This design comes from an exercise in tuning for small area, a short achievable clock period and few clock cycles per item on the open sky130 flow, not from production work.
The RTL was checked by simulation tests, not by an equivalence proof against the original design.
Power is estimated from default activity; no workload was simulated.

==> v21 <==
// peer_connect_holdoff_table_unit
module peer_connect_holdoff_table_unit (
  input  logic                       clk_i,
  input  logic                       rst_ni,
  input  logic                       req_valid_i,
  output logic                       req_ready_o,
  input  logic [phc_pkg::MAC_W-1:0]  req_peer_mac_i,
  input  logic [phc_pkg::IP_W-1:0]   req_peer_ip_i,
  input  logic [phc_pkg::PORT_W-1:0] req_peer_port_i,
  input  logic [phc_pkg::MS_W-1:0]   req_now_ms_i,
  output logic                       rsp_valid_o,
  input  logic                       rsp_ready_i,
  output logic [1:0]                 rsp_outcome_o,
  output logic                       rsp_was_known_o,
  input  logic                       cfg_valid_i,
  output logic                       cfg_ready_o,
  input  logic [phc_pkg::MS_W-1:0]   cfg_holdoff_ms_i
);
Settings: LEC_CHECK=0, ABC_CLOCK_PERIOD_IN_PS=3000, CAP_MARGIN=20, CORE_MARGIN=2, CORE_UTILIZATION=50, CTS_CLUSTER_DIAMETER=100, CTS_CLUSTER_SIZE=25, PLACE_DENSITY=0.65, SETUP_SLACK_MARGIN=4.6, SLEW_MARGIN=20; clock period 8.0 ns.
run.sh (not shown) runs the stock make flow with config.mk's settings and CLKGATE_MAP_FILE= SYNTH_SCRIPT=/design/flow/synth_recipe.tcl, a recipe that flattens the netlist after the stock synthesis.
==> v9: changes against v21 <==
--- a/flow/design.v
+++ b/flow/design.v
@@ -36,46 +36,52 @@
   output logic                              s2_hit_o,
   output logic                              s2_ins_o,   
   output logic                              s2_full_o   
 );
   localparam int unsigned N = phc_pkg::TABLE_ENTRIES;
   logic [phc_pkg::KEY_W-1:0] key_mem [0:N-1];
   logic [N-1:0]              valid_q;
   logic [N-1:0]              free_q;       
+  logic [N-1:0]              match_q;      
+  logic                      same_q;       
+  logic                      prev_ins_q;   
+  logic [N-1:0]              prev_slot_q;  
   logic [N-1:0]              raw;          
-  logic [N-1:0]              raw_q;        
-  logic [N-1:0]              match;
-  logic                      full, hit, ins;
+  logic                      full, fwd, hit, ins;
   always_comb begin
     for (int e = 0; e < N; e++) begin
       raw[e] = (key_mem[e] == s1_key_i);
     end
   end
   always_ff @(posedge clk_i) begin
-    raw_q <= raw;
+    match_q <= raw & valid_q;
+    same_q  <= |(raw & free_q);
   end
   assign full = valid_q[N-1];
-  assign match = raw_q & valid_q;
-  assign hit   = |match;
+  assign fwd  = same_q && prev_ins_q;
+  assign hit  = (|match_q) || fwd;
   assign ins  = s2_v_i && !hit && !full;
   assign s2_hit_o  = hit;
   assign s2_ins_o  = ins;
   assign s2_full_o = s2_v_i && !hit && full;
-  assign s2_sel_o  = s2_v_i ? (match | (ins ? free_q : '0)) : '0;
+  assign s2_sel_o  = s2_v_i ? (match_q | (fwd ? prev_slot_q : '0) | (ins ? free_q : '0)) : '0;
   always_ff @(posedge clk_i) begin
     for (int e = 0; e < N; e++) begin
       if ((free_q[e] && !ins) || (e != 0 && free_q[(e+N-1)%N])) key_mem[e] <= s1_key_i;
     end
+    prev_slot_q <= free_q;
   end
   always_ff @(posedge clk_i or negedge rst_ni) begin
     if (!rst_ni) begin
       valid_q    <= '0;
       free_q     <= N'(1);
+      prev_ins_q <= 1'b0;
     end else begin
+      prev_ins_q <= ins;
       if (ins) begin
         valid_q <= valid_q | free_q;
         free_q  <= free_q << 1;
       end
     end
   end
 endmodule
 module peer_connect_holdoff_table_unit (
@@ -102,88 +108,95 @@
   logic [MS_W-1:0] holdoff_q;
   logic [MS_W-1:0] stamp_mem [0:N-1];
   logic            rdy_q;
   logic [QA_W:0]   tokens_q, tokens_d;
   logic            req_fire, rsp_pop;
   assign req_ready_o = rdy_q;
   assign cfg_ready_o = 1'b1;
   assign req_fire    = req_valid_i && rdy_q;
-  logic                      s2_v;
-  logic [MS_W-1:0]           s2_now;
+  logic                      s1_v, s2_v;
+  logic [phc_pkg::KEY_W-1:0] s1_key;
+  logic [MS_W-1:0]           s1_now, s2_now;
   logic [N-1:0]              s2_sel;
   logic                      s2_hit, s2_ins, s2_full;
   always_ff @(posedge clk_i) begin
-    s2_now <= req_now_ms_i;
+    s1_key <= {req_peer_mac_i, req_peer_ip_i, req_peer_port_i};
+    s1_now <= req_now_ms_i;
+    s2_now <= s1_now;
   end
   phc_store u_store (
     .clk_i     (clk_i),
     .rst_ni    (rst_ni),
-    .s1_key_i  ({req_peer_mac_i, req_peer_ip_i, req_peer_port_i}),
+    .s1_key_i  (s1_key),
     .s2_v_i    (s2_v),
     .s2_sel_o  (s2_sel),
     .s2_hit_o  (s2_hit),
     .s2_ins_o  (s2_ins),
     .s2_full_o (s2_full)
   );
-  logic            s3_v, s3_known, s3_ins, s3_full, s3_byp;
+  logic            s3_v, s3_known, s3_ins, s3_full;
   logic [N-1:0]    s3_sel;
   logic [MS_W-1:0] s3_now;
-  logic [MS_W-1:0] s3_read, s3_stamp;
+  logic [MS_W-1:0] s3_stamp;
   logic [MS_W:0]   s3_p;
-  logic            s5_conn;
-  logic [N-1:0]    s5_sel;
-  logic [MS_W-1:0] s5_now;
   always_ff @(posedge clk_i) begin
     s3_sel   <= s2_sel;
     s3_known <= s2_hit;
     s3_ins   <= s2_ins;
     s3_full  <= s2_full;
     s3_now   <= s2_now;
   end
   always_comb begin
-    s3_read = '0;
-    for (int e = 0; e < N; e++) begin
-      s3_read = s3_read | (s3_sel[e] ? stamp_mem[e] : '0);
-    end
-  end
-  assign s3_byp   = (|(s3_sel & s5_sel)) && s5_conn;
-  assign s3_stamp = s3_byp ? s5_now : s3_read;
+    s3_stamp = '0;
+    for (int e = 0; e < N; e++) begin
+      s3_stamp = s3_stamp | (s3_sel[e] ? stamp_mem[e] : '0);
+    end
+  end
   assign s3_p = {1'b0, s3_now} - {1'b0, holdoff_q};
-  logic            s4_v, s4_known, s4_ins, s4_full, s4_fwd, s4_neg;
+  logic            s4_v, s4_known, s4_ins, s4_full, s4_fwd1, s4_fwd2, s4_neg;
   logic [N-1:0]    s4_sel;
   logic [MS_W-1:0] s4_now, s4_stamp, s4_p;
-  logic            win0, win1, win, conn;
+  logic            win0, win1, win2, win, conn;
   logic [1:0]      s4_outcome;
+  logic            s5_conn, s6_conn;
+  logic [N-1:0]    s5_sel;
+  logic [MS_W-1:0] s5_now, s6_now;
   always_ff @(posedge clk_i) begin
     s4_sel   <= s3_sel;
     s4_known <= s3_known;
     s4_ins   <= s3_ins;
     s4_full  <= s3_full;
     s4_now   <= s3_now;
     s4_stamp <= s3_stamp;
     s4_p     <= s3_p[MS_W-1:0];
     s4_neg   <= s3_p[MS_W];
-    s4_fwd   <= |(s3_sel & s4_sel);
+    s4_fwd1  <= |(s3_sel & s4_sel);
+    s4_fwd2  <= |(s3_sel & s5_sel);
   end
   function automatic logic window(input logic [MS_W-1:0] st, input logic [MS_W-1:0] now,
                                   input logic [MS_W-1:0] p, input logic neg);
     window = neg ? ((st > now) && (st < p)) : ((st < p) || (st > now));
   endfunction
   assign win0 = window(s4_stamp, s4_now, s4_p, s4_neg);
   assign win1 = window(s5_now,   s4_now, s4_p, s4_neg);
-  assign win  = (s4_fwd && s5_conn) ? win1 : win0;
+  assign win2 = window(s6_now,   s4_now, s4_p, s4_neg);
+  assign win  = (s4_fwd1 && s5_conn) ? win1
+              : (s4_fwd2 && s6_conn) ? win2
+              : win0;
   assign conn = s4_ins || (s4_known && win);
   assign s4_outcome = s4_full ? phc_pkg::OUT_FULL
                     : conn    ? phc_pkg::OUT_CONNECT
                               : phc_pkg::OUT_SUPPRESS;
   always_ff @(posedge clk_i) begin
     s5_sel  <= s4_sel;
     s5_conn <= conn;
     s5_now  <= s4_now;
+    s6_conn <= s5_conn;
+    s6_now  <= s5_now;
     for (int e = 0; e < N; e++) begin
       if (s5_sel[e] && s5_conn) stamp_mem[e] <= s5_now;
     end
   end
   logic [2:0]      q_mem [0:CAP-1];
   logic [QA_W-1:0] q_wr_q, q_rd_q;
   logic [QA_W:0]   q_cnt_q;
   logic            q_load;
@@ -199,30 +212,32 @@
     if (s4_v) q_mem[q_wr_q] <= {s4_known, s4_outcome};
   end
   assign tokens_d = tokens_q + (QA_W+1)'(req_fire) - (QA_W+1)'(rsp_pop);
   always_ff @(posedge clk_i or negedge rst_ni) begin
     if (!rst_ni) begin
       holdoff_q     <= phc_pkg::HOLDOFF_RESET;
       rdy_q         <= 1'b0;
       tokens_q      <= '0;
+      s1_v          <= 1'b0;
       s2_v          <= 1'b0;
       s3_v          <= 1'b0;
       s4_v          <= 1'b0;
       q_wr_q        <= '0;
       q_rd_q        <= '0;
       q_cnt_q       <= '0;
       out_valid_q   <= 1'b0;
       out_outcome_q <= phc_pkg::OUT_CONNECT;
       out_known_q   <= 1'b0;
     end else begin
       if (cfg_valid_i) holdoff_q <= cfg_holdoff_ms_i;
       tokens_q <= tokens_d;
       rdy_q    <= (tokens_d < (QA_W+1)'(CAP));
-      s2_v     <= req_fire;
+      s1_v     <= req_fire;
+      s2_v     <= s1_v;
       s3_v     <= s2_v;
       s4_v     <= s3_v;
       if (s4_v) q_wr_q <= q_wr_q + 1'b1;
       if (q_load) q_rd_q <= q_rd_q + 1'b1;
       q_cnt_q  <= q_cnt_q + (QA_W+1)'(s4_v) - (QA_W+1)'(q_load);
       if (q_load) begin
         out_valid_q   <= 1'b1;
         {out_known_q, out_outcome_q} <= q_mem[q_rd_q];
--- a/flow/config.mk
+++ b/flow/config.mk
@@ -7,10 +7,10 @@
 export LEC_CHECK = 0
 export ABC_CLOCK_PERIOD_IN_PS = 3000
 export CAP_MARGIN = 20
 export CORE_MARGIN = 2
 export CORE_UTILIZATION = 50
 export CTS_CLUSTER_DIAMETER = 100
 export CTS_CLUSTER_SIZE = 25
 export PLACE_DENSITY = 0.65
-export SETUP_SLACK_MARGIN = 4.6
+export SETUP_SLACK_MARGIN = 4.5
 export SLEW_MARGIN = 20
==> summary of the runs <==
Critical path depth: v9 is higher than v21 (1).
Final area: v21 is smaller than v9 (3.9%).
v9 completed without violations. v21 completed with no timing, DRC or antenna violations.
In v9 the worst hold slack is higher than in v21, by 86 ps.
Of v21 and v9, v21 has the higher maximum frequency (gap about 1.6%, measured against v9).
In v21 the non-clock buffer count is lower than in v9, by 143.
Against v21, the first-iteration DRC count of v9 is larger by about 13%.
Of v9 and v21, v9 has the higher global-route usage (gap 0.74 points).
Of v21 and v9, v9 has the higher area after synthesis (gap 3.1%, measured against v9).
==> figures <==
Outcome: v21 no timing/DRC/antenna violations; v9 no timing/DRC/antenna violations
Met1 routing resource usage after global routing: v21 0.443; v9 0.468
Inverters excl. clock: v21 218; v9 184
Mux contribution to synthesized area: v21 0.00115; v9 0.00112
Share of synthesized area occupied by flip-flops and latches: v21 0.735; v9 0.733
Clock Skew: v21 158 ps; v9 66.6 ps
Worst EP arrival: v21 4250 ps; v9 4520 ps
Switching Power: v21 9810 uW; v9 10400 uW
Count of sequential standard cells: v21 4567; v9 4764
Startpoint type of the worst setup path: v21 input port; v9 flop
Seq. cell area: v21 133000 um^2; v9 138000 um^2
Routed length on met3: v21 64500 um; v9 85200 um
Non-filler cells in the finished layout: v21 16200; v9 17000
WL met1: v21 226000 um; v9 245000 um
Setup WS pre-CTS: v21 3480 ps; v9 3710 ps
Hold_ws: v21 242 ps; v9 328 ps
CP Buf/Inv Count: v21 2; v9 0
Testbench counts of v21, summed over its fixed seeds: cycles 4,840, items 4,800.
Testbench counts of v9, summed over its fixed seeds: cycles 4,848, items 4,800.

[what the ideal ports hide]
The flow's constraints put no driver on any port. The routed layouts listed below were extracted and timed again, unchanged, in two steps.
Step 1 (the two cells are an assumption about what drives the block):
set clk [get_ports {clk_i}]
set_driving_cell -lib_cell sky130_fd_sc_hd__clkbuf_16 $clk
set_driving_cell -lib_cell sky130_fd_sc_hd__buf_2 [delete_from_list [all_inputs] $clk]
Step 2 moves the port delays by t, midway between the first and last clock arrival at a register: inputs arrive t later, outputs are due t later. That takes back most of the time a late clock gives input paths.
a / b / c = no drivers / after step 1 / after step 2; a / b = the first two.
| run | shift t [ns] | slack for setup (ns) | pins driven straight from the clock port |
|---|---|---|---|
| v21 | 1.071 | 4.485 / 4.575 / 3.503 | 1 |
| v9 | 1.085 | 4.428 / 4.428 / 3.789 | 1 |
After both steps every run listed still meets setup and hold. For v21, which loses most, drivers alone change the setup slack by +0.090 ns; drivers and shift together by -0.982 ns.
